This is an optimization exercise on Yosys and OpenROAD, whose aim is small area, a short achievable clock period and few clock cycles per item, not a production implementation. Where RTL was checked, it was by simulation tests only, not by an equivalence proof against the original.

==> flow/design.v (excerpt) <==
module battery_compensated_angle_from_adc (
    input  wire logic                  clk,
    input  wire logic                  rst_n,
    input  wire logic                  in_valid,
    output logic                       in_ready,
    input  wire logic [7:0]            in_code_byte0,
    input  wire logic [7:0]            in_code_byte1,
    input  wire logic [7:0]            in_code_byte2,
    input  wire logic [bcaa_pkg::BATT_W-1:0]     in_battery_count,
    input  wire logic                  in_zero_request,
    input  wire logic                  cfg_valid,
    output logic                       cfg_ready,
    input  wire logic [bcaa_pkg::CFG_IDX_W-1:0]  cfg_index,
    input  wire logic [bcaa_pkg::CFG_DATA_W-1:0] cfg_data,
    output logic                       out_valid,
    input  wire logic                  out_ready,
    output logic      [bcaa_pkg::ANGLE_W-1:0]    out_angle_q8,
    output logic                       out_denominator_fault,
    output logic                       out_offset_taken
);
    localparam int K    = 2;                  
    localparam int NC   = (18 + K - 1) / K;   
    localparam int NOPS = K * NC + 1;         
    localparam int CW   = $clog2(NC + 1);
    logic [1:0] mode_reg;
    logic [9:0] knee_reg;
    assign cfg_ready = 1'b1;
    always_ff @(posedge clk or negedge rst_n)
        if (!rst_n) begin
            mode_reg <= 2'd2;
            knee_reg <= 10'd796;
        end else if (cfg_valid) begin
            if (cfg_index == 1'b0) mode_reg <= cfg_data[1:0];
            else                   knee_reg <= cfg_data;
        end
    localparam logic [1:0] F_ACC = 2'd0, F_P1 = 2'd1, F_P2 = 2'd2, F_RDY = 2'd3;
    logic [1:0]         fstate;
    logic [1:0]         fpos;
    logic signed [25:0] facc;        
    logic [9:0]         fheld;
    logic               fzreq;
    logic               fneg;        
    logic               ftneg;       
    logic               handoff;
    logic signed [25:0] code_ext;
    logic signed [25:0] sum_next;
    logic               s_neg;
    logic [25:0]        s_adj;
    logic [22:0]        mag;
    logic [22:0]        m_val;
    logic               m_ge;
    logic [23:0]        u_full;
    logic [21:0]        u_sat;
    always_comb begin
        if (mode_reg == 2'd3)
  ...
Size in the first run: roughly 170 flip-flops, about 72 I/O pins, ~20,000 um2 of cells after synthesis.
Settings: LEC_CHECK=0, CAP_MARGIN=20, CORE_MARGIN=2, CORE_UTILIZATION=40, SLEW_MARGIN=20; clock period 7.5 ns.
run.sh (not shown) runs the stock make flow with config.mk's settings and CLKGATE_MAP_FILE= SYNTH_SCRIPT=/design/flow/synth_recipe.tcl, a recipe that flattens the netlist after the stock synthesis.
The starting point ran to the end with no violations.
Testbench counts at the start, summed over its fixed seeds: cycles 16,064, items 1,600.
==> next run, changes <==
--- a/flow/design.v
+++ b/flow/design.v
@@ -19,23 +19,23 @@
     input  wire logic                  in_zero_request,
     input  wire logic                  cfg_valid,
     output logic                       cfg_ready,
     input  wire logic [bcaa_pkg::CFG_IDX_W-1:0]  cfg_index,
     input  wire logic [bcaa_pkg::CFG_DATA_W-1:0] cfg_data,
     output logic                       out_valid,
     input  wire logic                  out_ready,
     output logic      [bcaa_pkg::ANGLE_W-1:0]    out_angle_q8,
     output logic                       out_denominator_fault,
     output logic                       out_offset_taken
 );
-    localparam int K    = 2;                  
+    localparam int K    = 3;                  
     localparam int NC   = (18 + K - 1) / K;   
     localparam int NOPS = K * NC + 1;         
     localparam int CW   = $clog2(NC + 1);
     logic [1:0] mode_reg;
     logic [9:0] knee_reg;
     assign cfg_ready = 1'b1;
     always_ff @(posedge clk or negedge rst_n)
         if (!rst_n) begin
             mode_reg <= 2'd2;
             knee_reg <= 10'd796;
         end else if (cfg_valid) begin
After rerunning:
- The new run finished with timing, DRC and antenna clean
- final area went up by about 10%
- via count went up by 8.6%
- maximum frequency went down by about 6.5%
- clock-buffer cell count went down by 3
- utilization went up by 3.1 points
- final cell count went up by 8.0%
Testbench counts after the change, summed over its fixed seeds: cycles 11,264, items 1,600.

========
Setup of south:
Another version of the RTL of battery_compensated_angle_from_adc (not shown whole).
Size in the first run: ~2300 cells after synthesis, ~240 flip-flops, ~20000 sq um of cells after synthesis.
clock: 7.5 ns
lec_check: 0
cap_margin: 20
core_margin: 2
core_utilization: 40
setup_slack_margin: 2.5
slew_margin: 20
Looking at the reports, south completed the entire flow and the layout it produced met the timing, design-rule and antenna checks.
--- input diff south..middle ---
--- a/flow/design.v
+++ b/flow/design.v
@@ -48,35 +48,30 @@
     logic        fge;         
     logic        flo;         
     logic        fzreq;
     logic        fneg;        
     logic        fmge;        
     logic        ftneg;       
     logic        handoff;
-    logic [23:0] code_ext;
-    logic [23:0] ireg;        
-    logic        iv;
-    logic [1:0]  apos;        
-    logic        consume;
-    logic        take;
+    logic [29:0] code_ext;
     logic        s_neg;
     logic        m_ge;
     logic [29:0] alu_x;
     logic [29:0] alu_y;
     logic        alu_c;
     logic [29:0] alu_r;
     logic [22:0] m_val;
     always_comb begin
         if (mode_reg == 2'd3)
-            code_ext = {in_code_byte0, in_code_byte1, in_code_byte2};
+            code_ext = {{6{in_code_byte0[7]}}, in_code_byte0, in_code_byte1, in_code_byte2};
         else
-            code_ext = {{8{in_code_byte0[7]}}, in_code_byte0, in_code_byte1};
+            code_ext = {{14{in_code_byte0[7]}}, in_code_byte0, in_code_byte1};
         s_neg = fneg;
         alu_x = facc;
-        alu_y = {{6{ireg[23]}}, ireg};
+        alu_y = code_ext;
         alu_c = 1'b0;
         case (fstate)
             F_ACC: begin
                 if (fpos == 2'd0) alu_x = '0;
             end
             F_ABS: begin                        
                 alu_x = s_neg ? ~facc : facc;
@@ -102,54 +97,39 @@
                 2'd3:    m_val = facc[24:2];
                 2'd2:    m_val = {facc[22:2], 2'b0};
                 2'd1:    m_val = {facc[20:2], 4'b0};
                 default: m_val = {facc[18:2], 6'b0};
             endcase
         m_ge = (|m_val[22:13]) | (m_val[12] & (m_val[11] | m_val[10]));
     end
-    assign consume  = (fstate == F_ACC) && iv;
-    assign in_ready = (!iv || consume)
-                   && ((apos != 2'd0) || (fstate == F_ACC && fpos == 2'd0 && !iv)
-                       || (fstate == F_X225 && dcan_load));
-    assign take     = in_valid && in_ready;
+    assign in_ready = (fstate == F_ACC);
     always_ff @(posedge clk or negedge rst_n)
         if (!rst_n) begin
             fstate <= F_ACC;
             fpos   <= 2'd0;
-            apos   <= 2'd0;
-            iv     <= 1'b0;
         end else begin
-            if (take) begin
-                apos <= apos + 2'd1;
-                iv   <= 1'b1;
-            end else if (consume) begin
-                iv   <= 1'b0;
-            end
             case (fstate)
-                F_ACC: if (iv) begin
+                F_ACC: if (in_valid) begin
                     fpos <= fpos + 2'd1;
                     if (fpos == 2'd3) fstate <= F_ABS;
                 end
                 F_ABS:   fstate <= F_SHIFT;
                 F_SHIFT: fstate <= F_U;
                 F_U:     fstate <= F_X15;
                 F_X15:   fstate <= F_X225;
                 default: if (handoff) fstate <= F_ACC;
             endcase
         end
     always_ff @(posedge clk) begin
-        if (take) begin
-            ireg <= code_ext;
-            if (apos == 2'd0) fden  <= 24'(in_battery_count);
-            if (apos == 2'd3) fzreq <= in_zero_request;
-        end
         case (fstate)
-            F_ACC: if (iv) begin
+            F_ACC: if (in_valid) begin
                 facc  <= alu_r;
                 fneg  <= alu_r[25];
+                fzreq <= in_zero_request;
+                if (fpos == 2'd0) fden <= 24'(in_battery_count);
             end
             F_ABS: begin
                 facc <= alu_r;
                 fge  <= (fden[9:0] >= knee_reg);
                 flo  <= (fden[9:0] < 10'd59);
                 fden <= 24'((19'(fden[9:0]) << 9) - (19'(fden[9:0]) << 7) - 19'(fden[9:0]));
             end
Notes after the runs:
Row post-route minimum period: middle lower / south higher
Comparing middle and south, area added between synthesis and finish is lower on middle.
Of the two values seen for slowest library cell on the worst path, sky130_fd_sc_hd__dfrtp_4 was produced by south and sky130_fd_sc_hd__a211oi_1 by middle.
Layout cell share with drive strength beyond 1 for middle is lower than for south.
On final cell count: between middle and south, it ends up higher for south.
Taking south as the reference, in middle final instance area lower; number of sequential cells in the layout moved down; number of max-capacitance violations reported essentially unchanged.
Relative to south, total length of routed wires has increased by 3.0% in middle.
Diff middle and south: global-route usage lower in south
Testbench counts of middle, summed over its fixed seeds: cycles 14,488, items 1,600.
Only the layout flow was run in south; the RTL was not checked for function there.

-- static timing again, ports no longer ideal --
No port has a modelled driver above. Below, the same layouts with a new extraction and two added sets of constraints.
Step 1 sets driving cells, clkbuf_16 on the clock port and buf_2 on the other inputs (assumed; they add their load-dependent delay and slew).
Step 2 moves the port delays by t, midway between the first and last clock arrival at a register: inputs arrive t later, outputs are due t later. That takes back most of the time a late clock gives input paths.
Three values: ideal ports, drivers, drivers and shift; two values: the first two.
run | t (ns) | setup WS [ns] | hold WS [ns] | clock arrival spread, ns
the first run of note 1 | 0.555 | 0.689 / 0.689 / 0.689 | 0.471 / 0.471 / 0.471 | 0.016 / 0.015
the second run of note 1 | 0.547 | 0.216 / 0.216 / 0.216 | 0.445 / 0.445 / 0.445 | 0.014 / 0.014
south | 0.626 | 2.703 / 2.703 / 2.429 | 0.416 / 0.416 / 0.416 | 0.016 / 0.016
middle | 0.616 | 2.727 / 2.727 / 2.207 | 0.460 / 0.460 / 0.460 | 0.036 / 0.036
After both steps setup and hold are still met in every run listed. For middle, which loses most, drivers alone change the setup slack by 0.000 ns; drivers and shift together by -0.520 ns.
